What follows belongs to an exercise in optimizing a design on an open flow for small area, a short achievable clock period and few clock cycles per item; a production flow would make more cautious choices. Where RTL was checked, it was by simulation tests only, not by an equivalence proof against the original. Only the layout flow was run in runs 2 and 3; the RTL was not checked for function there.

## flow/design.v

```verilog
module cordic_vector (
  input  logic        clk,
  input  logic        reset,
  input  logic [31:0] x_in,
  input  logic [31:0] y_in,
  input  logic        in_valid,
  output logic        in_ready,
  output logic [31:0] angle,
  output logic [31:0] magnitude,
  output logic        out_valid,
  input  logic        out_ready
);
  function automatic logic [31:0] ztab1(input logic [4:0] ztab1_k);
    ztab1 = (ztab1_k[4] ? (ztab1_k[3] ? (ztab1_k[2] ? (ztab1_k[1] ? (ztab1_k[0] ? 32'hCB4298FC : 32'hAD9631F8) : (ztab1_k[0] ? 32'hBB94DE00 : 32'h9DE876FC)) : (ztab1_k[1] ? (ztab1_k[0] ? 32'hC34D2A58 : 32'hA5A0C354) : (ztab1_k[0] ? 32'hB39F6F5C : 32'h95F30858))) : (ztab1_k[2] ? (ztab1_k[1] ? (ztab1_k[0] ? 32'h620E7CF6 : 32'h446215F2) : (ztab1_k[0] ? 32'h5260C1FA : 32'h34B45AF6)) : (ztab1_k[1] ? (ztab1_k[0] ? 32'h5A190E52 : 32'h3C6CA74E) : (ztab1_k[0] ? 32'h4A6B5356 : 32'h2CBEEC52)))) : (ztab1_k[3] ? (ztab1_k[2] ? (ztab1_k[1] ? (ztab1_k[0] ? 32'hFD868FA5 : 32'hDFDA28A1) : (ztab1_k[0] ? 32'hEDD8D4A9 : 32'hD02C6DA5)) : (ztab1_k[1] ? (ztab1_k[0] ? 32'hF5912101 : 32'hD7E4B9FD) : (ztab1_k[0] ? 32'hE5E36605 : 32'hC836FF01))) : (ztab1_k[2] ? (ztab1_k[1] ? (ztab1_k[0] ? 32'h2FCA864D : 32'h121E1F49) : (ztab1_k[0] ? 32'h201CCB51 : 32'h0270644D)) : (ztab1_k[1] ? (ztab1_k[0] ? 32'h27D517A9 : 32'h0A28B0A5) : (ztab1_k[0] ? 32'h18275CAD : 32'hFA7AF5A9)))));
  endfunction
  function automatic logic [31:0] ztab2(input logic [2:0] ztab2_k);
    ztab2 = (ztab2_k[2] ? (ztab2_k[1] ? (ztab2_k[0] ? 32'h06FE7B7A : 32'h02FFD004) : (ztab2_k[0] ? 32'h04FEA620 : 32'h00FFFAAA)) : (ztab2_k[1] ? (ztab2_k[0] ? 32'h05FE80D0 : 32'h01FFD55A) : (ztab2_k[0] ? 32'h03FEAB76 : 32'h00000000)));
  endfunction
  function automatic logic [31:0] ztab3(input logic [3:0] ztab3_k);
    ztab3 = (ztab3_k[3] ? (ztab3_k[2] ? (ztab3_k[1] ? (ztab3_k[0] ? 32'h00EFFF38 : 32'h006FFFE4) : (ztab3_k[0] ? 32'h00AFFF4E : 32'h002FFFFA)) : (ztab3_k[1] ? (ztab3_k[0] ? 32'h00CFFF3C : 32'h004FFFE8) : (ztab3_k[0] ? 32'h008FFF52 : 32'h000FFFFE))) : (ztab3_k[2] ? (ztab3_k[1] ? (ztab3_k[0] ? 32'h00DFFF3A : 32'h005FFFE6) : (ztab3_k[0] ? 32'h009FFF50 : 32'h001FFFFC)) : (ztab3_k[1] ? (ztab3_k[0] ? 32'h00BFFF3E : 32'h003FFFEA) : (ztab3_k[0] ? 32'h007FFF54 : 32'h00000000))));
  endfunction
  logic en;   
  logic        v0, sx0, sy0;
  logic [31:0] xa0, ya0;
  always_ff @(posedge clk or negedge reset)
    if (!reset) v0 <= 1'b0;
    else if (en) v0 <= in_valid;
  always_ff @(posedge clk) if (en) begin
    sx0 <= x_in[31];
    sy0 <= y_in[31];
    xa0 <= (x_in ^ {32{x_in[31]}}) + {31'b0, x_in[31]};
    ya0 <= (y_in ^ {32{y_in[31]}}) + {31'b0, y_in[31]};
  end
  logic sx1, sy1, m1;
  logic [32:0] x_1_1;
  logic [33:0] y_1_1;
  assign sx1 = sx0;
  assign sy1 = sy0;
  cv_add #(.W(33)) u_x1_0 (.a({1'b0, xa0}), .b({1'b0, ya0}), .ci(1'b0), .s(x_1_1));
  assign m1 = (sx1 == sy1);
  cv_add #(.W(34)) u_y1_0 (.a(({2'b0, xa0} ^ {34{m1}})), .b(({2'b0, ya0} ^ {34{~m1}})), .ci(1'b1), .s(y_1_1));
  logic v1;
  logic [32:0] x1;
  logic [33:0] y1;
  logic [1:0] q1;
  always_ff @(posedge clk or negedge reset)
    if (!reset) v1 <= 1'b0;
    else if (en) v1 <= v0;
  always_ff @(posedge clk) if (en) begin
    x1 <= x_1_1;
    y1 <= y_1_1;
    q1 <= {sx1, sy1};
  end
  logic d1;
  assign d1 = ~y1[33];
  logic [33:0] ye_2_1;
  assign ye_2_1 = y1[33:0];
  logic [32:0] x_2_2;
  cv_add #(.W(33)) u_x2_1 (.a(x1), .b((ye_2_1[33:1] ^ {33{~d1}})), .ci(~d1), .s(x_2_2));
  logic [32:0] xs_2_1;
  assign xs_2_1 = {1'b0, x1[32:1]};
  logic [32:0] y_2_2;
  cv_add #(.W(33)) u_y2_1 (.a(y1[32:0]), .b((xs_2_1 ^ {33{d1}})), .ci(d1), .s(y_2_2));
  logic v2;
  logic [32:0] x2;
  logic [32:0] y2;
  logic [1:0] q2;
  logic [1:1] dd2;
  always_ff @(posedge clk or negedge reset)
    if (!reset) v2 <= 1'b0;
    else if (en) v2 <= v1;
  always_ff @(posedge clk) if (en) begin
    x2 <= x_2_2;
    y2 <= y_2_2;
    q2 <= q1;
    dd2 <= {d1};
  end
  logic d2;
  assign d2 = ~y2[32];
  logic [34:0] ye_3_2;
  assign ye_3_2 = {{2{y2[32]}}, y2};
  logic [32:0] x_3_3;
  cv_add #(.W(33)) u_x3_2 (.a(x2), .b((ye_3_2[34:2] ^ {33{~d2}})), .ci(~d2), .s(x_3_3));
  logic [31:0] xs_3_2;
  assign xs_3_2 = {1'b0, x2[32:2]};
  logic [31:0] y_3_3;
  cv_add #(.W(32)) u_y3_2 (.a(y2[31:0]), .b((xs_3_2 ^ {32{d2}})), .ci(d2), .s(y_3_3));
  logic v3;
  logic [32:0] x3;
  logic [31:0] y3;
  logic [1:0] q3;
  logic [2:1] dd3;
  always_ff @(posedge clk or negedge reset)
    if (!reset) v3 <= 1'b0;
    else if (en) v3 <= v2;
  always_ff @(posedge clk) if (en) begin
    x3 <= x_3_3;
    y3 <= y_3_3;
    q3 <= q2;
    dd3 <= {d2, dd2};
  end
  logic d3;
  assign d3 = ~y3[31];
  logic [35:0] ye_4_3;
  assign ye_4_3 = {{4{y3[31]}}, y3};
  logic [32:0] x_4_4;
  cv_add #(.W(33)) u_x4_3 (.a(x3), .b((ye_4_3[35:3] ^ {33{~d3}})), .ci(~d3), .s(x_4_4));
  logic [30:0] xs_4_3;
  assign xs_4_3 = {1'b0, x3[32:3]};
  logic [30:0] y_4_4;
  cv_add #(.W(31)) u_y4_3 (.a(y3[30:0]), .b((xs_4_3 ^ {31{d3}})), .ci(d3), .s(y_4_4));
  logic v4;
  logic [32:0] x4;
  logic [30:0] y4;
  logic [1:0] q4;
  logic [3:1] dd4;
  always_ff @(posedge clk or negedge reset)
    if (!reset) v4 <= 1'b0;
    else if (en) v4 <= v3;
  always_ff @(posedge clk) if (en) begin
    x4 <= x_4_4;
    y4 <= y_4_4;
    q4 <= q3;
    dd4 <= {d3, dd3};
  end
  logic d4;
  assign d4 = ~y4[30];
  logic [36:0] ye_5_4;
  assign ye_5_4 = {{6{y4[30]}}, y4};
  logic [32:0] x_5_5;
  cv_add #(.W(33)) u_x5_4 (.a(x4), .b((ye_5_4[36:4] ^ {33{~d4}})), .ci(~d4), .s(x_5_5));
  logic [29:0] xs_5_4;
  assign xs_5_4 = {1'b0, x4[32:4]};
  logic [29:0] y_5_5;
  cv_add #(.W(30)) u_y5_4 (.a(y4[29:0]), .b((xs_5_4 ^ {30{d4}})), .ci(d4), .s(y_5_5));
  logic v5;
  logic [32:0] x5;
  logic [29:0] y5;
  logic [1:0] q5;
  logic [4:1] dd5;
  always_ff @(posedge clk or negedge reset)
    if (!reset) v5 <= 1'b0;
    else if (en) v5 <= v4;
  always_ff @(posedge clk) if (en) begin
    x5 <= x_5_5;
    y5 <= y_5_5;
    q5 <= q4;
    dd5 <= {d4, dd4};
  end
  logic d5;
  assign d5 = ~y5[29];
  logic [37:0] ye_6_5;
  assign ye_6_5 = {{8{y5[29]}}, y5};
  logic [32:0] x_6_6;
  cv_add #(.W(33)) u_x6_5 (.a(x5), .b((ye_6_5[37:5] ^ {33{~d5}})), .ci(~d5), .s(x_6_6));
  logic [28:0] xs_6_5;
  assign xs_6_5 = {1'b0, x5[32:5]};
  logic [28:0] y_6_6;
  cv_add #(.W(29)) u_y6_5 (.a(y5[28:0]), .b((xs_6_5 ^ {29{d5}})), .ci(d5), .s(y_6_6));
  logic v6;
  logic [32:0] x6;
  logic [28:0] y6;
  logic [1:0] q6;
  logic [5:1] dd6;
  always_ff @(posedge clk or negedge reset)
    if (!reset) v6 <= 1'b0;
    else if (en) v6 <= v5;
  always_ff @(posedge clk) if (en) begin
    x6 <= x_6_6;
    y6 <= y_6_6;
    q6 <= q5;
    dd6 <= {d5, dd5};
  end
  logic d6;
  assign d6 = ~y6[28];
  logic [38:0] ye_7_6;
  assign ye_7_6 = {{10{y6[28]}}, y6};
  logic [32:0] x_7_7;
  cv_add #(.W(33)) u_x7_6 (.a(x6), .b((ye_7_6[38:6] ^ {33{~d6}})), .ci(~d6), .s(x_7_7));
  logic [27:0] xs_7_6;
  assign xs_7_6 = {1'b0, x6[32:6]};
  logic [27:0] y_7_7;
  cv_add #(.W(28)) u_y7_6 (.a(y6[27:0]), .b((xs_7_6 ^ {28{d6}})), .ci(d6), .s(y_7_7));
  logic v7;
  logic [32:0] x7;
  logic [27:0] y7;
  logic [1:0] q7;
  logic [6:1] dd7;
  always_ff @(posedge clk or negedge reset)
    if (!reset) v7 <= 1'b0;
    else if (en) v7 <= v6;
  always_ff @(posedge clk) if (en) begin
    x7 <= x_7_7;
    y7 <= y_7_7;
    q7 <= q6;
    dd7 <= {d6, dd6};
  end
  logic d7;
  assign d7 = ~y7[27];
  logic [39:0] ye_8_7;
  assign ye_8_7 = {{12{y7[27]}}, y7};
  logic [32:0] x_8_8;
  cv_add #(.W(33)) u_x8_7 (.a(x7), .b((ye_8_7[39:7] ^ {33{~d7}})), .ci(~d7), .s(x_8_8));
  logic [26:0] xs_8_7;
  assign xs_8_7 = {1'b0, x7[32:7]};
  logic [26:0] y_8_8;
  cv_add #(.W(27)) u_y8_7 (.a(y7[26:0]), .b((xs_8_7 ^ {27{d7}})), .ci(d7), .s(y_8_8));
  logic v8;
  logic [32:0] x8;
  logic [26:0] y8;
  logic [1:0] q8;
  logic [7:1] dd8;
  always_ff @(posedge clk or negedge reset)
    if (!reset) v8 <= 1'b0;
    else if (en) v8 <= v7;
  always_ff @(posedge clk) if (en) begin
    x8 <= x_8_8;
    y8 <= y_8_8;
    q8 <= q7;
    dd8 <= {d7, dd7};
  end
  logic d8;
  assign d8 = ~y8[26];
  logic [40:0] ye_9_8;
  assign ye_9_8 = {{14{y8[26]}}, y8};
  logic [32:0] x_9_9;
  cv_add #(.W(33)) u_x9_8 (.a(x8), .b((ye_9_8[40:8] ^ {33{~d8}})), .ci(~d8), .s(x_9_9));
  logic [25:0] xs_9_8;
  assign xs_9_8 = {1'b0, x8[32:8]};
  logic [25:0] y_9_9;
  cv_add #(.W(26)) u_y9_8 (.a(y8[25:0]), .b((xs_9_8 ^ {26{d8}})), .ci(d8), .s(y_9_9));
  logic v9;
  logic [32:0] x9;
  logic [25:0] y9;
  logic [1:0] q9;
  logic [8:1] dd9;
  always_ff @(posedge clk or negedge reset)
    if (!reset) v9 <= 1'b0;
    else if (en) v9 <= v8;
  always_ff @(posedge clk) if (en) begin
    x9 <= x_9_9;
    y9 <= y_9_9;
    q9 <= q8;
    dd9 <= {d8, dd8};
  end
  logic d9;
  assign d9 = ~y9[25];
  logic [41:0] ye_10_9;
  assign ye_10_9 = {{16{y9[25]}}, y9};
  logic [32:0] x_10_10;
  cv_add #(.W(33)) u_x10_9 (.a(x9), .b((ye_10_9[41:9] ^ {33{~d9}})), .ci(~d9), .s(x_10_10));
  logic [24:0] xs_10_9;
  assign xs_10_9 = {1'b0, x9[32:9]};
  logic [24:0] y_10_10;
  cv_add #(.W(25)) u_y10_9 (.a(y9[24:0]), .b((xs_10_9 ^ {25{d9}})), .ci(d9), .s(y_10_10));
  logic v10;
  logic [32:0] x10;
  logic [24:0] y10;
  logic [1:0] q10;
  logic [9:1] dd10;
  always_ff @(posedge clk or negedge reset)
    if (!reset) v10 <= 1'b0;
    else if (en) v10 <= v9;
  always_ff @(posedge clk) if (en) begin
    x10 <= x_10_10;
    y10 <= y_10_10;
    q10 <= q9;
    dd10 <= {d9, dd9};
  end
  logic d10;
  assign d10 = ~y10[24];
  logic [42:0] ye_11_10;
  assign ye_11_10 = {{18{y10[24]}}, y10};
  logic [32:0] x_11_11;
  cv_add #(.W(33)) u_x11_10 (.a(x10), .b((ye_11_10[42:10] ^ {33{~d10}})), .ci(~d10), .s(x_11_11));
  logic [23:0] xs_11_10;
  assign xs_11_10 = {1'b0, x10[32:10]};
  logic [23:0] y_11_11;
  cv_add #(.W(24)) u_y11_10 (.a(y10[23:0]), .b((xs_11_10 ^ {24{d10}})), .ci(d10), .s(y_11_11));
  logic v11;
  logic [32:0] x11;
  logic [23:0] y11;
  logic [1:0] q11;
  logic [10:1] dd11;
  always_ff @(posedge clk or negedge reset)
    if (!reset) v11 <= 1'b0;
    else if (en) v11 <= v10;
  always_ff @(posedge clk) if (en) begin
    x11 <= x_11_11;
    y11 <= y_11_11;
    q11 <= q10;
    dd11 <= {d10, dd10};
  end
  logic d11;
  assign d11 = ~y11[23];
  logic [43:0] ye_12_11;
  assign ye_12_11 = {{20{y11[23]}}, y11};
  logic [32:0] x_12_12;
  cv_add #(.W(33)) u_x12_11 (.a(x11), .b((ye_12_11[43:11] ^ {33{~d11}})), .ci(~d11), .s(x_12_12));
  logic [22:0] xs_12_11;
  assign xs_12_11 = {1'b0, x11[32:11]};
  logic [22:0] y_12_12;
  cv_add #(.W(23)) u_y12_11 (.a(y11[22:0]), .b((xs_12_11 ^ {23{d11}})), .ci(d11), .s(y_12_12));
  logic v12;
  logic [32:0] x12;
  logic [22:0] y12;
  logic [1:0] q12;
  logic [11:1] dd12;
  always_ff @(posedge clk or negedge reset)
    if (!reset) v12 <= 1'b0;
    else if (en) v12 <= v11;
  always_ff @(posedge clk) if (en) begin
    x12 <= x_12_12;
    y12 <= y_12_12;
    q12 <= q11;
    dd12 <= {d11, dd11};
  end
  logic d12;
  assign d12 = ~y12[22];
  logic [44:0] ye_13_12;
  assign ye_13_12 = {{22{y12[22]}}, y12};
  logic [32:0] x_13_13;
  cv_add #(.W(33)) u_x13_12 (.a(x12), .b((ye_13_12[44:12] ^ {33{~d12}})), .ci(~d12), .s(x_13_13));
  logic [21:0] xs_13_12;
  assign xs_13_12 = {1'b0, x12[32:12]};
  logic [21:0] y_13_13;
  cv_add #(.W(22)) u_y13_12 (.a(y12[21:0]), .b((xs_13_12 ^ {22{d12}})), .ci(d12), .s(y_13_13));
  logic v13;
  logic [32:0] x13;
  logic [21:0] y13;
  logic [1:0] q13;
  logic [12:1] dd13;
  always_ff @(posedge clk or negedge reset)
    if (!reset) v13 <= 1'b0;
    else if (en) v13 <= v12;
  always_ff @(posedge clk) if (en) begin
    x13 <= x_13_13;
    y13 <= y_13_13;
    q13 <= q12;
    dd13 <= {d12, dd12};
  end
  logic d13;
  assign d13 = ~y13[21];
  logic [45:0] ye_14_13;
  assign ye_14_13 = {{24{y13[21]}}, y13};
  logic [32:0] x_14_14;
  cv_add #(.W(33)) u_x14_13 (.a(x13), .b((ye_14_13[45:13] ^ {33{~d13}})), .ci(~d13), .s(x_14_14));
  logic [20:0] xs_14_13;
  assign xs_14_13 = {1'b0, x13[32:13]};
  logic [20:0] y_14_14;
  cv_add #(.W(21)) u_y14_13 (.a(y13[20:0]), .b((xs_14_13 ^ {21{d13}})), .ci(d13), .s(y_14_14));
  logic v14;
  logic [32:0] x14;
  logic [20:0] y14;
  logic [1:0] q14;
  logic [13:1] dd14;
  always_ff @(posedge clk or negedge reset)
    if (!reset) v14 <= 1'b0;
    else if (en) v14 <= v13;
  always_ff @(posedge clk) if (en) begin
    x14 <= x_14_14;
    y14 <= y_14_14;
    q14 <= q13;
    dd14 <= {d13, dd13};
  end
  logic d14;
  assign d14 = ~y14[20];
  logic [46:0] ye_15_14;
  assign ye_15_14 = {{26{y14[20]}}, y14};
  logic [32:0] x_15_15;
  cv_add #(.W(33)) u_x15_14 (.a(x14), .b((ye_15_14[46:14] ^ {33{~d14}})), .ci(~d14), .s(x_15_15));
  logic [19:0] xs_15_14;
  assign xs_15_14 = {1'b0, x14[32:14]};
  logic [19:0] y_15_15;
  cv_add #(.W(20)) u_y15_14 (.a(y14[19:0]), .b((xs_15_14 ^ {20{d14}})), .ci(d14), .s(y_15_15));
  logic v15;
  logic [32:0] x15;
  logic [19:0] y15;
  logic [1:0] q15;
  logic [14:1] dd15;
  always_ff @(posedge clk or negedge reset)
    if (!reset) v15 <= 1'b0;
    else if (en) v15 <= v14;
  always_ff @(posedge clk) if (en) begin
    x15 <= x_15_15;
    y15 <= y_15_15;
    q15 <= q14;
    dd15 <= {d14, dd14};
  end
  logic d15;
  assign d15 = ~y15[19];
  logic [47:0] ye_16_15;
  assign ye_16_15 = {{28{y15[19]}}, y15};
  logic [32:0] x_16_16;
  cv_add #(.W(33)) u_x16_15 (.a(x15), .b((ye_16_15[47:15] ^ {33{~d15}})), .ci(~d15), .s(x_16_16));
  logic [18:0] xs_16_15;
  assign xs_16_15 = {1'b0, x15[32:15]};
  logic [18:0] y_16_16;
  cv_add #(.W(19)) u_y16_15 (.a(y15[18:0]), .b((xs_16_15 ^ {19{d15}})), .ci(d15), .s(y_16_16));
  logic v16;
  logic [32:0] x16;
  logic [18:0] y16;
  logic [1:0] q16;
  logic [15:1] dd16;
  always_ff @(posedge clk or negedge reset)
    if (!reset) v16 <= 1'b0;
    else if (en) v16 <= v15;
  always_ff @(posedge clk) if (en) begin
    x16 <= x_16_16;
    y16 <= y_16_16;
    q16 <= q15;
    dd16 <= {d15, dd15};
  end
  logic d16;
  assign d16 = ~y16[18];
  logic [48:0] ye_17_16;
  assign ye_17_16 = {{30{y16[18]}}, y16};
  logic [32:0] x_17_17;
  cv_add #(.W(33)) u_x17_16 (.a(x16), .b((ye_17_16[48:16] ^ {33{~d16}})), .ci(~d16), .s(x_17_17));
  logic [17:0] xs_17_16;
  assign xs_17_16 = {1'b0, x16[32:16]};
  logic [17:0] y_17_17;
  cv_add #(.W(18)) u_y17_16 (.a(y16[17:0]), .b((xs_17_16 ^ {18{d16}})), .ci(d16), .s(y_17_17));
  logic v17;
  logic [32:0] x17;
  logic [17:0] y17;
  logic [1:0] q17;
  logic [16:1] dd17;
  always_ff @(posedge clk or negedge reset)
    if (!reset) v17 <= 1'b0;
    else if (en) v17 <= v16;
  always_ff @(posedge clk) if (en) begin
    x17 <= x_17_17;
    y17 <= y_17_17;
    q17 <= q16;
    dd17 <= {d16, dd16};
  end
  logic d17;
  assign d17 = ~y17[17];
  logic [16:0] xs_18_17;
  assign xs_18_17 = {1'b0, x17[32:17]};
  logic [16:0] y_18_18;
  cv_add #(.W(17)) u_y18_17 (.a(y17[16:0]), .b((xs_18_17 ^ {17{d17}})), .ci(d17 ^ 1'b0), .s(y_18_18));
  logic [3:0] c_18_18;
  assign c_18_18 = {3'b0, ~d17};
  logic v18;
  logic [32:0] x18;
  logic [16:0] y18;
  logic [3:0] c18;
  logic [4:0] l4n_18;
  assign l4n_18 = {1'b0, x17[3:0]} + {1'b0, c_18_18};
  logic cyr18;
  logic [1:0] q18;
  logic [17:1] dd18;
  always_ff @(posedge clk or negedge reset)
    if (!reset) v18 <= 1'b0;
    else if (en) v18 <= v17;
  always_ff @(posedge clk) if (en) begin
    x18 <= x17;
    y18 <= y_18_18;
    c18 <= c_18_18;
    cyr18 <= (&x17[17:4]) & l4n_18[4];
    q18 <= q17;
    dd18 <= {d17, dd17};
  end
  logic d18;
  assign d18 = ~y18[16];
  logic [15:0] xs_19_18;
  assign xs_19_18 = {1'b0, x18[32:18]};
  logic [15:0] y_19_19;
  cv_add #(.W(16)) u_y19_18 (.a(y18[15:0]), .b((xs_19_18 ^ {16{d18}})), .ci(d18 ^ cyr18), .s(y_19_19));
  logic [3:0] c_19_19;
  assign c_19_19 = c18 + {3'b0, ~d18};
  logic v19;
  logic [32:0] x19;
  logic [15:0] y19;
  logic [3:0] c19;
  logic [4:0] l4n_19;
  assign l4n_19 = {1'b0, x18[3:0]} + {1'b0, c_19_19};
  logic cyr19;
  logic [1:0] q19;
  logic [18:1] dd19;
  always_ff @(posedge clk or negedge reset)
    if (!reset) v19 <= 1'b0;
    else if (en) v19 <= v18;
  always_ff @(posedge clk) if (en) begin
    x19 <= x18;
    y19 <= y_19_19;
    c19 <= c_19_19;
    cyr19 <= (&x18[18:4]) & l4n_19[4];
    q19 <= q18;
    dd19 <= {d18, dd18};
  end
  logic d19;
  assign d19 = ~y19[15];
  logic [14:0] xs_20_19;
  assign xs_20_19 = {1'b0, x19[32:19]};
  logic [14:0] y_20_20;
  cv_add #(.W(15)) u_y20_19 (.a(y19[14:0]), .b((xs_20_19 ^ {15{d19}})), .ci(d19 ^ cyr19), .s(y_20_20));
  logic [3:0] c_20_20;
  assign c_20_20 = c19 + {3'b0, ~d19};
  logic v20;
  logic [32:0] x20;
  logic [14:0] y20;
  logic [3:0] c20;
  logic [4:0] l4n_20;
  assign l4n_20 = {1'b0, x19[3:0]} + {1'b0, c_20_20};
  logic cyr20;
  logic [1:0] q20;
  logic [19:1] dd20;
  always_ff @(posedge clk or negedge reset)
    if (!reset) v20 <= 1'b0;
    else if (en) v20 <= v19;
  always_ff @(posedge clk) if (en) begin
    x20 <= x19;
    y20 <= y_20_20;
    c20 <= c_20_20;
    cyr20 <= (&x19[19:4]) & l4n_20[4];
    q20 <= q19;
    dd20 <= {d19, dd19};
  end
  logic d20;
  assign d20 = ~y20[14];
  logic [13:0] xs_21_20;
  assign xs_21_20 = {1'b0, x20[32:20]};
  logic [13:0] y_21_21;
  cv_add #(.W(14)) u_y21_20 (.a(y20[13:0]), .b((xs_21_20 ^ {14{d20}})), .ci(d20 ^ cyr20), .s(y_21_21));
  logic [3:0] c_21_21;
  assign c_21_21 = c20 + {3'b0, ~d20};
  logic v21;
  logic [32:0] x21;
  logic [13:0] y21;
  logic [3:0] c21;
  logic [4:0] l4n_21;
  assign l4n_21 = {1'b0, x20[3:0]} + {1'b0, c_21_21};
  logic cyr21;
  logic [1:0] q21;
  logic [20:1] dd21;
  always_ff @(posedge clk or negedge reset)
    if (!reset) v21 <= 1'b0;
    else if (en) v21 <= v20;
  always_ff @(posedge clk) if (en) begin
    x21 <= x20;
    y21 <= y_21_21;
    c21 <= c_21_21;
    cyr21 <= (&x20[20:4]) & l4n_21[4];
    q21 <= q20;
    dd21 <= {d20, dd20};
  end
  logic d21;
  assign d21 = ~y21[13];
  logic [12:0] xs_22_21;
  assign xs_22_21 = {1'b0, x21[32:21]};
  logic [12:0] y_22_22;
  cv_add #(.W(13)) u_y22_21 (.a(y21[12:0]), .b((xs_22_21 ^ {13{d21}})), .ci(d21 ^ cyr21), .s(y_22_22));
  logic [3:0] c_22_22;
  assign c_22_22 = c21 + {3'b0, ~d21};
  logic v22;
  logic [32:0] x22;
  logic [12:0] y22;
  logic [3:0] c22;
  logic [4:0] l4n_22;
  assign l4n_22 = {1'b0, x21[3:0]} + {1'b0, c_22_22};
  logic cyr22;
  logic [1:0] q22;
  logic [21:1] dd22;
  always_ff @(posedge clk or negedge reset)
    if (!reset) v22 <= 1'b0;
    else if (en) v22 <= v21;
  always_ff @(posedge clk) if (en) begin
    x22 <= x21;
    y22 <= y_22_22;
    c22 <= c_22_22;
    cyr22 <= (&x21[21:4]) & l4n_22[4];
    q22 <= q21;
    dd22 <= {d21, dd21};
  end
  logic d22;
  assign d22 = ~y22[12];
  logic [11:0] xs_23_22;
  assign xs_23_22 = {1'b0, x22[32:22]};
  logic [11:0] y_23_23;
  cv_add #(.W(12)) u_y23_22 (.a(y22[11:0]), .b((xs_23_22 ^ {12{d22}})), .ci(d22 ^ cyr22), .s(y_23_23));
  logic [3:0] c_23_23;
  assign c_23_23 = c22 + {3'b0, ~d22};
  logic v23;
  logic [32:0] x23;
  logic [11:0] y23;
  logic [3:0] c23;
  logic [4:0] l4n_23;
  assign l4n_23 = {1'b0, x22[3:0]} + {1'b0, c_23_23};
  logic cyr23;
  logic [1:0] q23;
  logic [22:1] dd23;
  always_ff @(posedge clk or negedge reset)
    if (!reset) v23 <= 1'b0;
    else if (en) v23 <= v22;
  always_ff @(posedge clk) if (en) begin
    x23 <= x22;
    y23 <= y_23_23;
    c23 <= c_23_23;
    cyr23 <= (&x22[22:4]) & l4n_23[4];
    q23 <= q22;
    dd23 <= {d22, dd22};
  end
  logic d23;
  assign d23 = ~y23[11];
  logic [10:0] xs_24_23;
  assign xs_24_23 = {1'b0, x23[32:23]};
  logic [10:0] y_24_24;
  cv_add #(.W(11)) u_y24_23 (.a(y23[10:0]), .b((xs_24_23 ^ {11{d23}})), .ci(d23 ^ cyr23), .s(y_24_24));
  logic [3:0] c_24_24;
  assign c_24_24 = c23 + {3'b0, ~d23};
  logic v24;
  logic [32:0] x24;
  logic [10:0] y24;
  logic [3:0] c24;
  logic [4:0] l4n_24;
  assign l4n_24 = {1'b0, x23[3:0]} + {1'b0, c_24_24};
  logic cyr24;
  logic [1:0] q24;
  logic [23:1] dd24;
  always_ff @(posedge clk or negedge reset)
    if (!reset) v24 <= 1'b0;
    else if (en) v24 <= v23;
  always_ff @(posedge clk) if (en) begin
    x24 <= x23;
    y24 <= y_24_24;
    c24 <= c_24_24;
    cyr24 <= (&x23[23:4]) & l4n_24[4];
    q24 <= q23;
    dd24 <= {d23, dd23};
  end
  logic d24;
  assign d24 = ~y24[10];
  logic [9:0] xs_25_24;
  assign xs_25_24 = {1'b0, x24[32:24]};
  logic [9:0] y_25_25;
  cv_add #(.W(10)) u_y25_24 (.a(y24[9:0]), .b((xs_25_24 ^ {10{d24}})), .ci(d24 ^ cyr24), .s(y_25_25));
  logic [3:0] c_25_25;
  assign c_25_25 = c24 + {3'b0, ~d24};
  logic v25;
  logic [32:0] x25;
  logic [9:0] y25;
  logic [3:0] c25;
  logic [4:0] l4n_25;
  assign l4n_25 = {1'b0, x24[3:0]} + {1'b0, c_25_25};
  logic cyr25;
  logic [1:0] q25;
  logic [24:1] dd25;
  always_ff @(posedge clk or negedge reset)
    if (!reset) v25 <= 1'b0;
    else if (en) v25 <= v24;
  always_ff @(posedge clk) if (en) begin
    x25 <= x24;
    y25 <= y_25_25;
    c25 <= c_25_25;
    cyr25 <= (&x24[24:4]) & l4n_25[4];
    q25 <= q24;
    dd25 <= {d24, dd24};
  end
  logic d25;
  assign d25 = ~y25[9];
  logic [8:0] xs_26_25;
  assign xs_26_25 = {1'b0, x25[32:25]};
  logic [8:0] y_26_26;
  cv_add #(.W(9)) u_y26_25 (.a(y25[8:0]), .b((xs_26_25 ^ {9{d25}})), .ci(d25 ^ cyr25), .s(y_26_26));
  logic [3:0] c_26_26;
  assign c_26_26 = c25 + {3'b0, ~d25};
  logic v26;
  logic [32:0] x26;
  logic [8:0] y26;
  logic [3:0] c26;
  logic [4:0] l4n_26;
  assign l4n_26 = {1'b0, x25[3:0]} + {1'b0, c_26_26};
  logic cyr26;
  logic [1:0] q26;
  logic [25:1] dd26;
  always_ff @(posedge clk or negedge reset)
    if (!reset) v26 <= 1'b0;
    else if (en) v26 <= v25;
  always_ff @(posedge clk) if (en) begin
    x26 <= x25;
    y26 <= y_26_26;
    c26 <= c_26_26;
    cyr26 <= (&x25[25:4]) & l4n_26[4];
    q26 <= q25;
    dd26 <= {d25, dd25};
  end
  logic d26;
  assign d26 = ~y26[8];
  logic [8:0] xs_27_26;
  assign xs_27_26 = {2'b0, x26[32:26]};
  logic [8:0] y_27_27;
  cv_add #(.W(9)) u_y27_26 (.a(y26[8:0]), .b((xs_27_26 ^ {9{d26}})), .ci(d26 ^ cyr26), .s(y_27_27));
  logic [3:0] c_27_27;
  assign c_27_27 = c26 + {3'b0, ~d26};
  logic v27;
  logic [32:0] x27;
  logic [8:0] y27;
  logic [3:0] c27;
  logic [4:0] l4n_27;
  assign l4n_27 = {1'b0, x26[3:0]} + {1'b0, c_27_27};
  logic cyr27;
  logic [1:0] q27;
  logic [26:1] dd27;
  always_ff @(posedge clk or negedge reset)
    if (!reset) v27 <= 1'b0;
    else if (en) v27 <= v26;
  always_ff @(posedge clk) if (en) begin
    x27 <= x26;
    y27 <= y_27_27;
    c27 <= c_27_27;
    cyr27 <= (&x26[26:4]) & l4n_27[4];
    q27 <= q26;
    dd27 <= {d26, dd26};
  end
  logic d27;
  assign d27 = ~y27[8];
  logic [8:0] xs_28_27;
  assign xs_28_27 = {3'b0, x27[32:27]};
  logic [8:0] y_28_28;
  cv_add #(.W(9)) u_y28_27 (.a(y27[8:0]), .b((xs_28_27 ^ {9{d27}})), .ci(d27 ^ cyr27), .s(y_28_28));
  logic [3:0] c_28_28;
  assign c_28_28 = c27 + {3'b0, ~d27};
  logic v28;
  logic [32:0] x28;
  logic [8:0] y28;
  logic [3:0] c28;
  logic [4:0] l4n_28;
  assign l4n_28 = {1'b0, x27[3:0]} + {1'b0, c_28_28};
  logic cyr28;
  logic [1:0] q28;
  logic [27:1] dd28;
  always_ff @(posedge clk or negedge reset)
    if (!reset) v28 <= 1'b0;
    else if (en) v28 <= v27;
  always_ff @(posedge clk) if (en) begin
    x28 <= x27;
    y28 <= y_28_28;
    c28 <= c_28_28;
    cyr28 <= (&x27[27:4]) & l4n_28[4];
    q28 <= q27;
    dd28 <= {d27, dd27};
  end
  logic d28;
  assign d28 = ~y28[8];
  logic [8:0] xs_29_28;
  assign xs_29_28 = {4'b0, x28[32:28]};
  logic [8:0] y_29_29;
  cv_add #(.W(9)) u_y29_28 (.a(y28[8:0]), .b((xs_29_28 ^ {9{d28}})), .ci(d28 ^ cyr28), .s(y_29_29));
  logic [3:0] c_29_29;
  assign c_29_29 = c28 + {3'b0, ~d28};
  logic v29;
  logic [32:0] x29;
  logic [8:0] y29;
  logic [3:0] c29;
  logic [4:0] l4n_29;
  assign l4n_29 = {1'b0, x28[3:0]} + {1'b0, c_29_29};
  logic cyr29;
  logic [1:0] q29;
  logic [28:1] dd29;
  always_ff @(posedge clk or negedge reset)
    if (!reset) v29 <= 1'b0;
    else if (en) v29 <= v28;
  always_ff @(posedge clk) if (en) begin
    x29 <= x28;
    y29 <= y_29_29;
    c29 <= c_29_29;
    cyr29 <= (&x28[28:4]) & l4n_29[4];
    q29 <= q28;
    dd29 <= {d28, dd28};
  end
  logic d29;
  assign d29 = ~y29[8];
  logic [8:0] xs_30_29;
  assign xs_30_29 = {5'b0, x29[32:29]};
  logic [8:0] y_30_30;
  cv_add #(.W(9)) u_y30_29 (.a(y29[8:0]), .b((xs_30_29 ^ {9{d29}})), .ci(d29 ^ cyr29), .s(y_30_30));
  logic [3:0] c_30_30;
  assign c_30_30 = c29 + {3'b0, ~d29};
  logic v30;
  logic [32:0] x30;
  logic [8:0] y30;
  logic [3:0] c30;
  logic [4:0] l4n_30;
  assign l4n_30 = {1'b0, x29[3:0]} + {1'b0, c_30_30};
  logic cyr30;
  logic [1:0] q30;
  logic [29:1] dd30;
  always_ff @(posedge clk or negedge reset)
    if (!reset) v30 <= 1'b0;
    else if (en) v30 <= v29;
  always_ff @(posedge clk) if (en) begin
    x30 <= x29;
    y30 <= y_30_30;
    c30 <= c_30_30;
    cyr30 <= (&x29[29:4]) & l4n_30[4];
    q30 <= q29;
    dd30 <= {d29, dd29};
  end
  logic d30;
  assign d30 = ~y30[8];
  logic [8:0] xs_31_30;
  assign xs_31_30 = {6'b0, x30[32:30]};
  logic [8:0] y_31_31;
  cv_add #(.W(9)) u_y31_30 (.a(y30[8:0]), .b((xs_31_30 ^ {9{d30}})), .ci(d30 ^ cyr30), .s(y_31_31));
  logic [3:0] c_31_31;
  assign c_31_31 = c30 + {3'b0, ~d30};
  logic v31;
  logic [32:0] x31;
  logic [8:0] y31;
  logic [3:0] c31;
  logic [1:0] q31;
  logic [29:1] dd31;
  always_ff @(posedge clk or negedge reset)
    if (!reset) v31 <= 1'b0;
    else if (en) v31 <= v30;
  always_ff @(posedge clk) if (en) begin
    x31 <= x30;
    y31 <= y_31_31;
    c31 <= c_31_31;
    q31 <= q30;
    dd31 <= {dd30};
  end
  logic [3:0] cf;
  assign cf = c31 + {3'b0, y31[8]};
  logic [55:0] pp0;
  assign pp0 = ~({23'b0, x31} << 0);
  logic [55:0] pp3;
  assign pp3 = ~({23'b0, x31} << 3);
  logic [55:0] pp7;
  assign pp7 = {23'b0, x31} << 7;
  logic [55:0] pp9;
  assign pp9 = {23'b0, x31} << 9;
  logic [55:0] pp11;
  assign pp11 = ~({23'b0, x31} << 11);
  logic [55:0] pp14;
  assign pp14 = ~({23'b0, x31} << 14);
  logic [55:0] pp17;
  assign pp17 = ~({23'b0, x31} << 17);
  logic [55:0] pp20;
  assign pp20 = {23'b0, x31} << 20;
  logic [55:0] pp22;
  assign pp22 = {23'b0, x31} << 22;
  logic [55:0] ppc;
  assign ppc = (cf[3] ? (cf[2] ? (cf[1] ? (cf[0] ? 56'h000000048DECFE : 56'h00000004403287) : (cf[0] ? 56'h00000003F27810 : 56'h00000003A4BD99)) : (cf[1] ? (cf[0] ? 56'h00000003570322 : 56'h000000030948AB) : (cf[0] ? 56'h00000002BB8E34 : 56'h000000026DD3BD))) : (cf[2] ? (cf[1] ? (cf[0] ? 56'h00000002201946 : 56'h00000001D25ECF) : (cf[0] ? 56'h0000000184A458 : 56'h0000000136E9E1)) : (cf[1] ? (cf[0] ? 56'h00000000E92F6A : 56'h000000009B74F3) : (cf[0] ? 56'h000000004DBA7C : 56'h00000000000005))));
  logic [55:0] pm_s0_0, pm_c0_0;
  assign pm_s0_0 = pp0 ^ pp3 ^ pp7;
  assign pm_c0_0 = ((pp0 & pp3) | (pp0 & pp7) | (pp3 & pp7)) << 1;
  logic [55:0] pm_s0_3, pm_c0_3;
  assign pm_s0_3 = pp9 ^ pp11 ^ pp14;
  assign pm_c0_3 = ((pp9 & pp11) | (pp9 & pp14) | (pp11 & pp14)) << 1;
  logic [55:0] pm_s0_6, pm_c0_6;
  assign pm_s0_6 = pp17 ^ pp20 ^ pp22;
  assign pm_c0_6 = ((pp17 & pp20) | (pp17 & pp22) | (pp20 & pp22)) << 1;
  logic [55:0] pm_s1_0, pm_c1_0;
  assign pm_s1_0 = pm_s0_0 ^ pm_c0_0 ^ pm_s0_3;
  assign pm_c1_0 = ((pm_s0_0 & pm_c0_0) | (pm_s0_0 & pm_s0_3) | (pm_c0_0 & pm_s0_3)) << 1;
  logic [55:0] pm_s1_3, pm_c1_3;
  assign pm_s1_3 = pm_c0_3 ^ pm_s0_6 ^ pm_c0_6;
  assign pm_c1_3 = ((pm_c0_3 & pm_s0_6) | (pm_c0_3 & pm_c0_6) | (pm_s0_6 & pm_c0_6)) << 1;
  logic [55:0] pm_s2_0, pm_c2_0;
  assign pm_s2_0 = pm_s1_0 ^ pm_c1_0 ^ pm_s1_3;
  assign pm_c2_0 = ((pm_s1_0 & pm_c1_0) | (pm_s1_0 & pm_s1_3) | (pm_c1_0 & pm_s1_3)) << 1;
  logic [55:0] pm_s3_0, pm_c3_0;
  assign pm_s3_0 = pm_s2_0 ^ pm_c2_0 ^ pm_c1_3;
  assign pm_c3_0 = ((pm_s2_0 & pm_c2_0) | (pm_s2_0 & pm_c1_3) | (pm_c2_0 & pm_c1_3)) << 1;
  logic [55:0] pm_s4_0, pm_c4_0;
  assign pm_s4_0 = pm_s3_0 ^ pm_c3_0 ^ ppc;
  assign pm_c4_0 = ((pm_s3_0 & pm_c3_0) | (pm_s3_0 & ppc) | (pm_c3_0 & ppc)) << 1;
  logic [8:0] plo;
  assign plo = {1'b0, pm_s4_0[7:0]} + {1'b0, pm_c4_0[7:0]};
  logic [31:0] mag_n, ang_n, zsum;
  logic [31:0] zt1, zt2, zt3, zb;
  assign zt1 = ztab1({q31, dd31[3:1]});
  assign zt2 = ztab2(dd31[6:4]);
  assign zt3 = ztab3(dd31[10:7]);
  assign zb = {12'b0, dd31[11], dd31[12], dd31[13], dd31[14], dd31[15], dd31[16], dd31[17],
                 dd31[18], dd31[19], dd31[20], dd31[21], dd31[22], dd31[23], dd31[24],
                 dd31[25], dd31[26], dd31[27], dd31[28], dd31[29], 1'b1};
  logic [31:0] zs_s0_0, zs_c0_0;
  assign zs_s0_0 = zt1 ^ zt2 ^ zt3;
  assign zs_c0_0 = ((zt1 & zt2) | (zt1 & zt3) | (zt2 & zt3)) << 1;
  logic [31:0] zs_s1_0, zs_c1_0;
  assign zs_s1_0 = zs_s0_0 ^ zs_c0_0 ^ zb;
  assign zs_c1_0 = ((zs_s0_0 & zs_c0_0) | (zs_s0_0 & zb) | (zs_c0_0 & zb)) << 1;
  logic vm, mc, zf;
  logic [55:8] ma, mb;
  logic [31:0] zha, zhb;
  always_ff @(posedge clk or negedge reset)
    if (!reset) vm <= 1'b0;
    else if (en) vm <= v31;
  always_ff @(posedge clk) if (en) begin
    ma <= pm_s4_0[55:8];
    mb <= pm_c4_0[55:8];
    mc <= plo[8];
    zha <= zs_s1_0;
    zhb <= zs_c1_0;
    zf <= (x31 == 33'd0);
  end
  logic [55:8] phi;
  assign phi = ma + mb + {47'b0, mc};
  assign mag_n = (phi[55:54] != 2'b00) ? 32'h7FFFFFFF : {1'b0, phi[53:23]};
  assign zsum = zha + zhb;
  assign ang_n = zf ? 32'h0 : zsum;
  logic        rv, kv;
  logic [31:0] ra, rm, ka, km;
  logic        take, incoming, load_r;
  assign en       = ~kv;
  assign take     = rv & out_ready;
  assign incoming = en & vm;
  assign load_r   = ~rv | take;
  logic        rv_d, kv_d, rdy;
  always_comb begin
    rv_d = rv;
    kv_d = kv;
    if (kv) begin
      if (take) kv_d = 1'b0;
    end else if (incoming) begin
      if (load_r) rv_d = 1'b1;
      else kv_d = 1'b1;
    end else if (take) begin
      rv_d = 1'b0;
    end
  end
  always_ff @(posedge clk or negedge reset)
    if (!reset) begin
      rv  <= 1'b0;
      kv  <= 1'b0;
      rdy <= 1'b1;
    end else begin
      rv  <= rv_d;
      kv  <= kv_d;
      rdy <= ~kv_d;
    end
  always_ff @(posedge clk) begin
    if (kv ? take : load_r) begin
      ra <= kv ? ka : ang_n;
      rm <= kv ? km : mag_n;
    end
    if (~kv) begin   
      ka <= ang_n;
      km <= mag_n;
    end
  end
  assign in_ready  = rdy;
  assign out_valid = rv;
  assign angle     = ra;
  assign magnitude = rm;
endmodule
module cv_add #(
  parameter int W = 8
) (
  input  logic [W-1:0] a,
  input  logic [W-1:0] b,
  input  logic         ci,
  output logic [W-1:0] s
);
  localparam int L = (W > 32) ? 6 : (W > 16) ? 5 : (W > 8) ? 4 : (W > 4) ? 3 : (W > 2) ? 2 : 1;
  logic [(L+1)*W-1:0] g, p;
  assign p[W-1:0] = a ^ b;
  assign g[W-1:0] = (a & b) | {{(W-1){1'b0}}, (a[0] ^ b[0]) & ci};
  for (genvar l = 0; l < L; l++) begin : g_lvl
    for (genvar i = 0; i < W; i++) begin : g_bit
      if (i >= (1 << l)) begin : g_op
        assign g[(l+1)*W+i] = g[l*W+i] | (p[l*W+i] & g[l*W+i-(1<<l)]);
        assign p[(l+1)*W+i] = p[l*W+i] & p[l*W+i-(1<<l)];
      end else begin : g_pass
        assign g[(l+1)*W+i] = g[l*W+i];
        assign p[(l+1)*W+i] = p[l*W+i];
      end
    end
  end
  if (W > 1) begin : g_sum
    assign s = p[W-1:0] ^ {g[L*W +: W-1], ci};
  end else begin : g_sum1
    assign s = p[0] ^ ci;
  end
endmodule
```

## flow/flow/run.sh

```bash
#!/bin/bash
# The standard layout, with the resizer allowed to change cell footprints and asked for
# more setup slack than the constraint needs, so that it shortens the critical paths.
set -euo pipefail
bash standard.sh synth > synth.log 2>&1
bash standard.sh MATCH_CELL_FOOTPRINT=0 SETUP_SLACK_MARGIN=8.1 finish > layout.log 2>&1
```

## flow/standard.sh

```bash
#!/bin/bash
# synth_recipe.tcl (not shown) runs the flow's synth.tcl, then flattens the netlist and writes it again
# the make line also repeats each setting of config.mk as NAME=value (left out here)
make -C /OpenROAD-flow-scripts/flow DESIGN_CONFIG=/design/flow/config.mk WORK_HOME=/design/flow/orfs CLKGATE_MAP_FILE= SYNTH_SCRIPT=/design/flow/synth_recipe.tcl "${@:-finish}"
```

## flow/config.mk

```make
export PLATFORM = sky130hd
export DESIGN_NAME = cordic_vector
export DESIGN_NICKNAME = cordic_vector
export VERILOG_FILES = /design/flow/design.v
export SDC_FILE = /design/flow/constraint.sdc
export NUM_CORES = 4
export LEC_CHECK = 0
export CAP_MARGIN = 20
export CORE_MARGIN = 2
export CORE_UTILIZATION = 45
export SLEW_MARGIN = 20
```

## flow/constraint.sdc

```tcl
create_clock -name core_clock -period 12.0 [get_ports {clk}]
set_input_delay 2.4000 -clock core_clock [delete_from_list [all_inputs] [get_ports {clk}]]
set_output_delay 2.4000 -clock core_clock [all_outputs]
set_load 0.01 [all_outputs]
```

==> results of run 1 <==
[cells in the final DEF, fill, tap and decap left out, types with 194 or more instances in the layout]
cell type,count
a21o_1,339
nand3_1,216
edfxtp_1,2495
nor2_1,616
ha_1,1077
inv_1,762
nand2_1,469
a21oi_1,653
fa_1,328
o21ai_0,351
xnor2_1,1224
buf_4,221
clkbuf_16,313
nand2b_1,194
xor2_1,706
[per-layer routing]
metal  global-route usage (%)  vias to the layer above  part of all wire (%)
met2                     35.5                     1768                    51
met1                     24.3                    43900                    42
met3                     2.38                      616                   3.6
li1                         -                    43400                     -
met5                        0                        -                 0.022
met4                     6.93                       12                   3.7
[logic make-up after synthesis]
logic type	share of synthesized area (%)
multiplexers	0.613
AO/OA/AOI/OAI	9.90
adder cells (fa/ha/maj)	14.0
flip-flops	53.0
XOR/XNOR	11.7
buffers and inverters	2.59
AND/OR/NAND/NOR	8.21
[path summary, 6_finish.rpt]
path / slack, ns / cells past startpoint / endpoint / startpoint
setup reg to reg: 8.10 / 13 / y5[29] / y4[30]
hold reg to reg: 0.38 / 0 / dd13[11] / dd12[11]
min in group asynchronous: 1.92 / 2 / v0 / reset
hold / removal: 0.38 / 0 / dd13[11] / dd12[11]
setup / recovery: 8.08 / 1 / in_ready / rdy
max in group asynchronous: 9.75 / 2 / rdy / reset
[repair_timing]
| action | in CTS | in global routing |
|---|---|---|
| cloned | 13 | 9 |
| buffers inserted | 77 | 129 |
| pin swaps | 52 | 111 |
| resized for setup | 420 | 295 |
| hold endpoints to repair | 0 | 0 |
| endpoints found under the setup margin | 1212 | 1319 |
[through the flow]
stage	instance area [um^2]	util (%)	hold slack (ns)
after floorplan	146000	-	0.400
after global placement	152000	47.3	0.400
after detailed placement	152000	47.3	0.405
after CTS	163000	50.8	0.364
after global routing	166000	51.5	0.374
final	166000	51.5	0.376
[cell type report]
| class | instances | area share [%] |
|---|---|---|
| Sequential cell | 2595 | 46.5 |
| Multi-Input combinational cell | 8089 | 40.2 |
| Clock buffer | 354 | 4.66 |
| Tap cell | 4305 | 3.25 |
| Timing Repair Buffer | 429 | 2.44 |
| Inverter | 778 | 1.79 |
| Clock inverter | 172 | 1.15 |
| Antenna cell | 7 | 0.0106 |
==> impl_metrics.yaml, run 1 <==
run_status:
  outcome: "finished clean"
die:
  start_util_pct: 45.3
  num_rows: 208
  core_um2: 321000
  dieHeight_um: 573
  die_x_um: 573
  die_area_um2: 328000
  io_pins: 134
grt:
  all_layer_global_routing_usage_pct: 19.7
  grt_pass1_wl_um: 509000
  grt_max_degree: 181
  grt_pass1_vias: 90100
  grt_antenna_before_repair: 11
  global_route.overflow_total: 0
timing:
  clock-skew-final_ns: 0.0620
  finalSetupViolations: 0
  final_max_slew_viol_count: 0
  slew_headroom_pct: 29.9
  rsz0062_at_grt: "yes"
  finalHoldViolCount: 0
  worst-slew-pin-transition_ns: 1.05
  finalSetupTns_ns: 0
  fmaxAchievable_mhz: 255
  finalWorstPathRequiredPeriod_ns: 3.92
  layout_worst_path_cycle_share_pct: 32.7
  final_critical_path_setup_slack_ns: 8.08
yosys:
  synth_cell_types: 84
  synth_largest_type_area_fraction_pct: 51.5
  warnings_from_yosys: 1
  synth_enable_flop_cells: 2495
  ys_ff_latch: 2595
  synth_area_leaders: "edfxtp_1 51%, ha_1 9.4%, xnor2_1 7.5%"
  yosysMostFrequentCell: "edfxtp_1"
  ys.flop_type: "edfxtp_1"
  yosys-top-cells-count: "2495 x edfxtp_1, 1239 x xnor2_1, 1091 x ha_1"
  synth_largest_area_cell: "edfxtp_1"
  asyncSetResetFlopFracSynth_pct: 1.39
  synthesis.instances: 11700
  mappedNetlistNets: 13200
  synth.yosys.seq_area_share_pct: 53.0
  postSynthAreaPerCell_um2: 12.5
  post_synth_instance_area_um2: 146000
routing:
  detailedRoute.firstIterationViolations: 5623
  drt-vias-per-instance: 5.36
  wirelength_um: 333000
  detail_route.wl_per_cell_um: 19.9
  drc_errors: 0
  total_vias_in_the_final_route: 89700
  drtPass1Iterations: 5
  route.antenna.remaining_nets: 0
cts:
  tritoncts_num_sinks: 2595
  post_cts_hold_buffer_count: 0
  clockRootBuffer: "clkbuf_16"
  tritoncts_clock_tree: "done"
  worst_setup_hold_path_clk_slew_ns: 0.06
  clock_tree.htree_level_count: 5
  numCtsBuffers: 291
  worstSkewPairLatency_ns: 0.91
  max-clock-path-buffers: 4
cells_and_area:
  multiInputGateArea_um2: 66500
  fin_nets: 13700
  biggestRegsByFlops: "ma: 48 flops, mb: 48 flops, y1: 34 flops"
  drive_above_1_share_pct: 9.70
  num-fill-cells: 27400
  areaGrowthSynthToFinish_pct: 13.9
  layoutNonFillerInstCount: 16700
  regArea_um2: 77100
hold_path:
  worst_hold_path_type: "reg -> reg"
critical_path:
  timing.critical_path.required_ns: 9.60
  cp-end-kind: "output port"
  critical_path_max_stage_delay_ns: 0.52
  setup.worst_path.start_class: "register"
  path_delay_family: "flip-flops"
  slowest_stage: "dfstp_2"
  worstSetupPathType: "reg -> out"
  timing.critical_path.fanout_max: 1
  critical_path_arrival_ns: 1.52
  cp_num_buf_inv: 1
  critical_path.cell_chain: "buf_6"
placement:
  placement.setup.worst_slack_ns: 6.04
  placed_cells_incl_taps: 16000
  place.detailed.hpwl_um: 245000
  number_of_buffers_inserted_by_port_buffering: 133
  gp_congestion: 0.909
run:
  maxCapViolCount: 0
Testbench counts, summed over its fixed seeds: cycles 2,320, items 2,048.
==> inputs of run 2 (changes only) <==
--- a/flow/design.v
+++ b/flow/design.v
@@ -959,3 +959,3 @@
 );
-  localparam int L = (W > 32) ? 6 : (W > 16) ? 5 : (W > 8) ? 4 : (W > 4) ? 3 : (W > 2) ? 2 : 1;
+  localparam int L = (W > 1) ? $clog2(W) : 1;
   logic [(L+1)*W-1:0] g, p;
@@ -965,5 +965,6 @@
     for (genvar i = 0; i < W; i++) begin : g_bit
-      if (i >= (1 << l)) begin : g_op
-        assign g[(l+1)*W+i] = g[l*W+i] | (p[l*W+i] & g[l*W+i-(1<<l)]);
-        assign p[(l+1)*W+i] = p[l*W+i] & p[l*W+i-(1<<l)];
+      if ((i >> l) & 1) begin : g_op
+        localparam int J = ((i >> (l + 1)) << (l + 1)) + (1 << l) - 1;
+        assign g[(l+1)*W+i] = g[l*W+i] | (p[l*W+i] & g[l*W+J]);
+        assign p[(l+1)*W+i] = p[l*W+i] & p[l*W+J];
       end else begin : g_pass
==> impl_metrics.yaml, run 2 <==
yosys:
  synth_largest_type_area_fraction_pct: 53.7
  synth_area_leaders: "edfxtp_1 54%, ha_1 9.6%, fa_1 7.0%"
  synthesis.instances: 10400
  synth.yosys.seq_area_share_pct: 55.3
  post_synth_instance_area_um2: 139000
  ys_ff_latch: 2594
  yosysMostFrequentCell: "edfxtp_1"
  synth_cell_types: 99
  synth_enable_flop_cells: 2494
  asyncSetResetFlopFracSynth_pct: 1.39
  postSynthAreaPerCell_um2: 13.4
  ys.flop_type: "edfxtp_1"
  yosys-top-cells-count: "2494 x edfxtp_1, 1064 x ha_1, 1043 x xnor2_1"
  mappedNetlistNets: 12000
  synth_largest_area_cell: "edfxtp_1"
  warnings_from_yosys: 1
critical_path:
  worstSetupPathType: "reg -> reg"
  cp-end-kind: "register"
  setup.worst_path.start_class: "register"
  critical_path_arrival_ns: 4.58
  reg2reg_to: "x2[31]"
  timing.critical_path.fanout_max: 5
  timing.reg2reg.worst_path_depth: 16
  timing.rr.start: "y1[32]"
  timing.reg2reg.setup_slack_ns: 8.04
  timing.critical_path.required_ns: 12.62
timing:
  clock-skew-final_ns: 0.0737
  slew_headroom_pct: 21.6
  rsz0062_at_grt: "yes"
  worst-slew-pin-transition_ns: 1.18
  final_max_slew_viol_count: 0
  finalHoldViolCount: 0
  fmaxAchievable_mhz: 252
  layout_worst_path_cycle_share_pct: 33.0
  finalSetupTns_ns: 0
  finalSetupViolations: 0
  finalWorstPathRequiredPeriod_ns: 3.96
die:
  core_um2: 309000
  io_pins: 134
  dieHeight_um: 560
  die_area_um2: 314000
  die_x_um: 560
  start_util_pct: 45.2
  num_rows: 204
routing:
  drc_errors: 0
  total_vias_in_the_final_route: 79300
  detail_route.wl_per_cell_um: 19.0
  route.antenna.remaining_nets: 0
  wirelength_um: 293000
  drtPass1Iterations: 5
  drt-vias-per-instance: 5.14
  detailedRoute.firstIterationViolations: 4036
grt:
  global_route.overflow_total: 0
  grt_antenna_before_repair: 2
  all_layer_global_routing_usage_pct: 18.3
  grt_pass1_vias: 83100
  grt_pass1_wl_um: 456000
  grt_max_degree: 186
cts:
  worst_setup_hold_path_clk_slew_ns: 0.06
  clock_tree.htree_level_count: 5
  post_cts_hold_buffer_count: 0
  worstSkewPairLatency_ns: 0.91
  clockRootBuffer: "clkbuf_16"
  max-clock-path-buffers: 4
  tritoncts_clock_tree: "done"
  tritoncts_num_sinks: 2594
  numCtsBuffers: 289
hold_path:
  timing.hold.worst_endpoint: "dd21[2]"
  hold_depth: 0
  worst_hold_path_type: "reg -> reg"
  timing.hold.worst.start: "dd20[2]"
cells_and_area:
  post-route-cell-area_um2: 161000
  layout.cells.most_common_list: "2494 x edfxtp_1, 1052 x ha_1, 1020 x xnor2_1"
  num-fill-cells: 25800
  most_frequent_standard_cell_in_the_layout_excluding_fill_and_tap_cells: "edfxtp_1"
  fin_nets: 12700
  drive_above_1_share_pct: 11.6
  biggestRegsByFlops: "ma: 48 flops, mb: 48 flops"
  layoutNonFillerInstCount: 15400
  multiInputGateArea_um2: 60100
  layout.core_utilization_pct: 52.1
  areaGrowthSynthToFinish_pct: 15.4
  regArea_um2: 77100
run_status:
  outcome: "finished clean"
run:
  maxCapViolCount: 0
placement:
  place_area_um2: 146000
  number_of_buffers_inserted_by_port_buffering: 133
  placed_cells_incl_taps: 14600
  place.detailed.hpwl_um: 213000
  gp_congestion: 0.862
run 2: cell types whose count changed after synthesis, moves of 52 or more:
cell	delta
a31oi_1	-55
nand2b_1	-105
a21oi_1	-320
o21a_1	+52
nand2_1	-135
xnor2_1	-196
fa_1	+151
nor2_1	-62
inv_1	+211
o21bai_1	-79
o21ai_0	-168
nand3_1	-68
a21o_1	-172
run 2: final cells by class:
cell class	count	area share (%)
Timing Repair Buffer	534	3.18
Timing Repair inverter	1	0.00311
Tap cell	4120	3.21
Clock buffer	361	4.81
Inverter	991	2.36
Multi-Input combinational cell	6660	37.4
Antenna cell	4	0.00622
Sequential cell	2594	47.9
Clock inverter	157	1.13
run 2: kinds of logic after synthesis:
kind of cell / after synthesis / share of synthesized area [%]
AO/OA/AOI/OAI: 1410 / 6.75
XOR/XNOR: 1737 / 10.9
adder cells (fa/ha/maj): 1548 / 16.5
buffers and inverters: 1182 / 3.20
flip-flops: 2594 / 55.3
multiplexers: 80 / 0.619
AND/OR/NAND/NOR: 1882 / 6.69
run 2: timing repair:
item / CTS / global route
endpoints found under the setup margin: 1118 / 864
gates cloned: 15 / 12
pin swaps: 86 / 171
buffers inserted: 144 / 164
resized for setup: 497 / 295
hold endpoints to repair: 0 / 0
run 2: worst max-delay path, stage by stage (launching register included):
cell	delay, ns
edfxtp_1	0.49
buf_6	0.20
xor2_4	0.19
ha_4	0.22
nor2b_4	0.13
o21ai_4	0.17
a21oi_4	0.09
o31ai_4	0.35
a2111oi_4	0.12
buf_4	0.18
o31ai_4	0.30
a211oi_2	0.14
o2111a_2	0.30
o41a_1	0.39
o21a_1	0.23
nor2_1	0.14
xnor2_1	0.08
run 2: worst max-delay path by stage:
stage,slack (ns),from,to,depth (start not counted)
detailed placement,6.16,x_in[31],xa0[28],14
finish,8.04,y1[32],x2[31],16
CTS,7.80,ma[14],rm[12],13
global placement,6.09,x_in[31],xa0[28],14
global route,7.86,y1[32],x2[31],16
floorplan,5.16,kv,c18,2
run 2: stage by stage:
stage / hold WS (ns) / setup WS [ns]
after CTS: 0.401 / 7.80
after floorplan: 0.400 / 5.16
final: 0.399 / 8.04
after global routing: 0.410 / 7.86
after detailed placement: 0.405 / 6.16
after global placement: 0.400 / 6.09
run 2: layer usage:
metal | global-route usage (%) | share of wire (%) | wire length [um]
met4 | 7.90 | 4.6 | 13400
met5 | 0 | 0 | 0
met3 | 2.32 | 3.0 | 8780
met1 | 20.0 | 38 | 111000
met2 | 35.0 | 54 | 159000
==> inputs of run 3 (changes only) <==
--- a/flow/design.v
+++ b/flow/design.v
@@ -959,3 +959,3 @@
 );
-  localparam int L = (W > 1) ? $clog2(W) : 1;
+  localparam int L = (W > 32) ? 6 : (W > 16) ? 5 : (W > 8) ? 4 : (W > 4) ? 3 : (W > 2) ? 2 : 1;
   logic [(L+1)*W-1:0] g, p;
--- a/flow/config.mk
+++ b/flow/config.mk
@@ -10,2 +10,4 @@
 export CORE_UTILIZATION = 45
+export CTS_CLUSTER_DIAMETER = 150
+export CTS_CLUSTER_SIZE = 30
 export SLEW_MARGIN = 20
==> impl_metrics.yaml, run 3 <==
yosys:
  ys.flop_type: "edfxtp_1"
  synth.yosys.seq_area_share_pct: 55.3
  synthesis.instances: 10400
  yosys-top-cells-count: "2494 x edfxtp_1, 1064 x ha_1, 1043 x xnor2_1"
  postSynthAreaPerCell_um2: 13.4
  synth_cell_types: 99
  post_synth_instance_area_um2: 139000
  warnings_from_yosys: 1
  synth_area_leaders: "edfxtp_1 54%, ha_1 9.6%, fa_1 7.0%"
  asyncSetResetFlopFracSynth_pct: 1.39
  ys_ff_latch: 2594
  synth_largest_area_cell: "edfxtp_1"
  synth_largest_type_area_fraction_pct: 53.7
  yosysMostFrequentCell: "edfxtp_1"
  synth_enable_flop_cells: 2494
  mappedNetlistNets: 12000
die:
  die_x_um: 560
  io_pins: 134
  start_util_pct: 45.2
  dieHeight_um: 560
  die_area_um2: 314000
  core_um2: 309000
  num_rows: 204
run:
  maxCapViolCount: 0
routing:
  drtPass1Iterations: 6
  drc_errors: 0
  route.antenna.remaining_nets: 0
  wirelength_um: 288000
  total_vias_in_the_final_route: 77700
  detail_route.wl_per_cell_um: 19.1
  detailedRoute.firstIterationViolations: 4152
  drt-vias-per-instance: 5.16
placement:
  place.detailed.hpwl_um: 213000
  gp_congestion: 0.862
  placed_cells_incl_taps: 14600
  place_area_um2: 146000
  number_of_buffers_inserted_by_port_buffering: 133
cells_and_area:
  post-route-cell-area_um2: 154000
  layout.core_utilization_pct: 49.9
  layout.cells.most_common_list: "2494 x edfxtp_1, 1049 x ha_1, 1017 x xnor2_1"
  layoutNonFillerInstCount: 15100
  most_frequent_standard_cell_in_the_layout_excluding_fill_and_tap_cells: "edfxtp_1"
  fin_nets: 12500
  biggestRegsByFlops: "ma: 48 flops, mb: 48 flops"
  areaGrowthSynthToFinish_pct: 10.5
  drive_above_1_share_pct: 9.50
critical_path:
  timing.critical_path.fanout_max: 5
  critical_path_arrival_ns: 4.57
  cp-end-kind: "register"
  setup.worst_path.start_class: "register"
  worstSetupPathType: "reg -> reg"
  critical_path.cell_chain: "buf_12 > xor2_4 > ha_4 > nor2b_4 > o21ai_4 > a21oi_4 > o31ai_4 > a2111oi_4 > o31ai_4 > a211oi_2 > o2111a_2 > o41a_1 > o21a_1 > nor2_1 > xnor2_1"
  timing.critical_path.required_ns: 12.62
  critical_path_max_stage_delay_ns: 0.54
  slowest_stage: "edfxtp_1"
  worst_path_most_repeated_cell: "o31ai_4"
timing:
  slew_headroom_pct: 13.0
  rsz0062_at_grt: "yes"
  finalWorstPathRequiredPeriod_ns: 3.94
  finalSetupViolations: 0
  finalHoldViolCount: 0
  clock-skew-final_ns: 0.0800
  fmaxAchievable_mhz: 254
  finalSetupTns_ns: 0
  layout_worst_path_cycle_share_pct: 32.9
  final_max_slew_viol_count: 0
  worst-slew-pin-transition_ns: 1.31
cts:
  worstSkewPairLatency_ns: 0.90
  tritoncts_clock_tree: "done"
  numCtsBuffers: 101
  clock_tree.htree_level_count: 3
  post_cts_hold_buffer_count: 0
  tritoncts_num_sinks: 2594
  max-clock-path-buffers: 4
  worst_setup_hold_path_clk_slew_ns: 0.12
  clockRootBuffer: "clkbuf_16"
grt:
  grt_pass1_vias: 81200
  all_layer_global_routing_usage_pct: 17.9
  grt_pass1_wl_um: 448000
  global_route.overflow_total: 0
  grt_antenna_before_repair: 4
  grt_max_degree: 186
run_status:
  outcome: "finished clean"
hold_path:
  worst_hold_path_type: "reg -> reg"
## run 3: cell counts after synthesis
Identical to the previous run, type by type.
## run 3: per-stage QoR
step,setup slack (ns),hold slack [ns]
after floorplan,5.16,0.400
after global placement,6.09,0.400
after detailed placement,6.16,0.405
after CTS,7.96,0.364
after global routing,7.90,0.368
final,8.06,0.380
## run 3: repair_timing
| item | in CTS | in global routing |
|---|---|---|
| buffers inserted | 146 | 167 |
| cloned | 18 | 11 |
| gates resized for setup | 516 | 293 |
| pin swaps | 92 | 168 |
| setup endpoints to repair | 1114 | 790 |
## run 3: cell families after synthesis
logic type | synth area share (%)
buf+inv | 3.20
fa+ha+maj | 16.5
compound gates | 6.75
simple gates | 6.69
xor+xnor | 10.9
flops | 55.3
mux | 0.619
## run 3: path summary, 6_finish.rpt
kind,end,cells past startpoint,startpoint,slack [ns]
max,x2[31],15,y1[32],8.06
min,dd18[7],0,dd17[7],0.38
max reg2reg,x2[31],15,y1[32],8.06
min reg2reg,dd18[7],0,dd17[7],0.38
max in group asynchronous,rdy,2,reset,9.78
min in group asynchronous,v19,2,reset,1.88
## run 3: layout make-up
type                    count  area, um^2
diodes                      4        10.0
clock buffers             149        2760
clock inverters             5        61.3
fillers                 26400      155000
inverters                 991        3780
multi-input cells        6660       60100
flip-flops and latches   2594       77100
well taps                4120        5150
repair buffers            541        5030
repair inverters            1        5.00
## run 3: critical path: cells and delay by family, from the launching register on
kind,cells,cell delay [ns]
AO/OA/AOI/OAI,9,2.22
flip-flops,1,0.54
XOR/XNOR,2,0.27
AND/OR/NAND/NOR,2,0.27
adder cells (fa/ha/maj),1,0.22
buffers and inverters,1,0.20
## run 3: metal layers
| metal | wire, um | part of all wire, % | up-vias | global-route usage (%) |
|---|---|---|---|---|
| met2 | 158000 | 55 | 983 | 34.9 |
| met1 | 110000 | 38 | 38500 | 19.9 |
| met5 | 0 | 0 | - | 0 |
| li1 | - | - | 37700 | - |
| met4 | 12200 | 4.2 | 0 | 6.79 |
| met3 | 6990 | 2.4 | 473 | 1.82 |

port drivers added, routing unchanged:
The results above use ideal ports. As a check the final layouts listed here were re-extracted and re-timed, cells and wires unchanged. Step 1 (the two cells are an assumption about what drives the block):
set clk [get_ports {clk}]
set_driving_cell -lib_cell sky130_fd_sc_hd__clkbuf_16 $clk
set_driving_cell -lib_cell sky130_fd_sc_hd__buf_2 [delete_from_list [all_inputs] $clk]
Step 2 moves the port delays by t, midway between the first and last clock arrival at a register: inputs arrive t later, outputs are due t later. That takes back most of the time a late clock gives input paths. Slacks: no drivers / after step 1 / after step 2; pairs: no drivers / after step 1.
run	shift t [ns]	setup WS [ns]	worst register clock-pin slew, ns
run 1	0.992	8.081 / 7.970 / 7.223	0.07 / 0.07
run 2	0.981	8.036 / 7.975 / 7.177	0.07 / 0.07
run 3	0.974	8.055 / 7.962 / 7.185	0.12 / 0.12
After both steps every run listed still meets setup and hold. The setup slack of run 3, which loses most, moves by -0.093 ns with the drivers and by -0.870 ns with both steps.
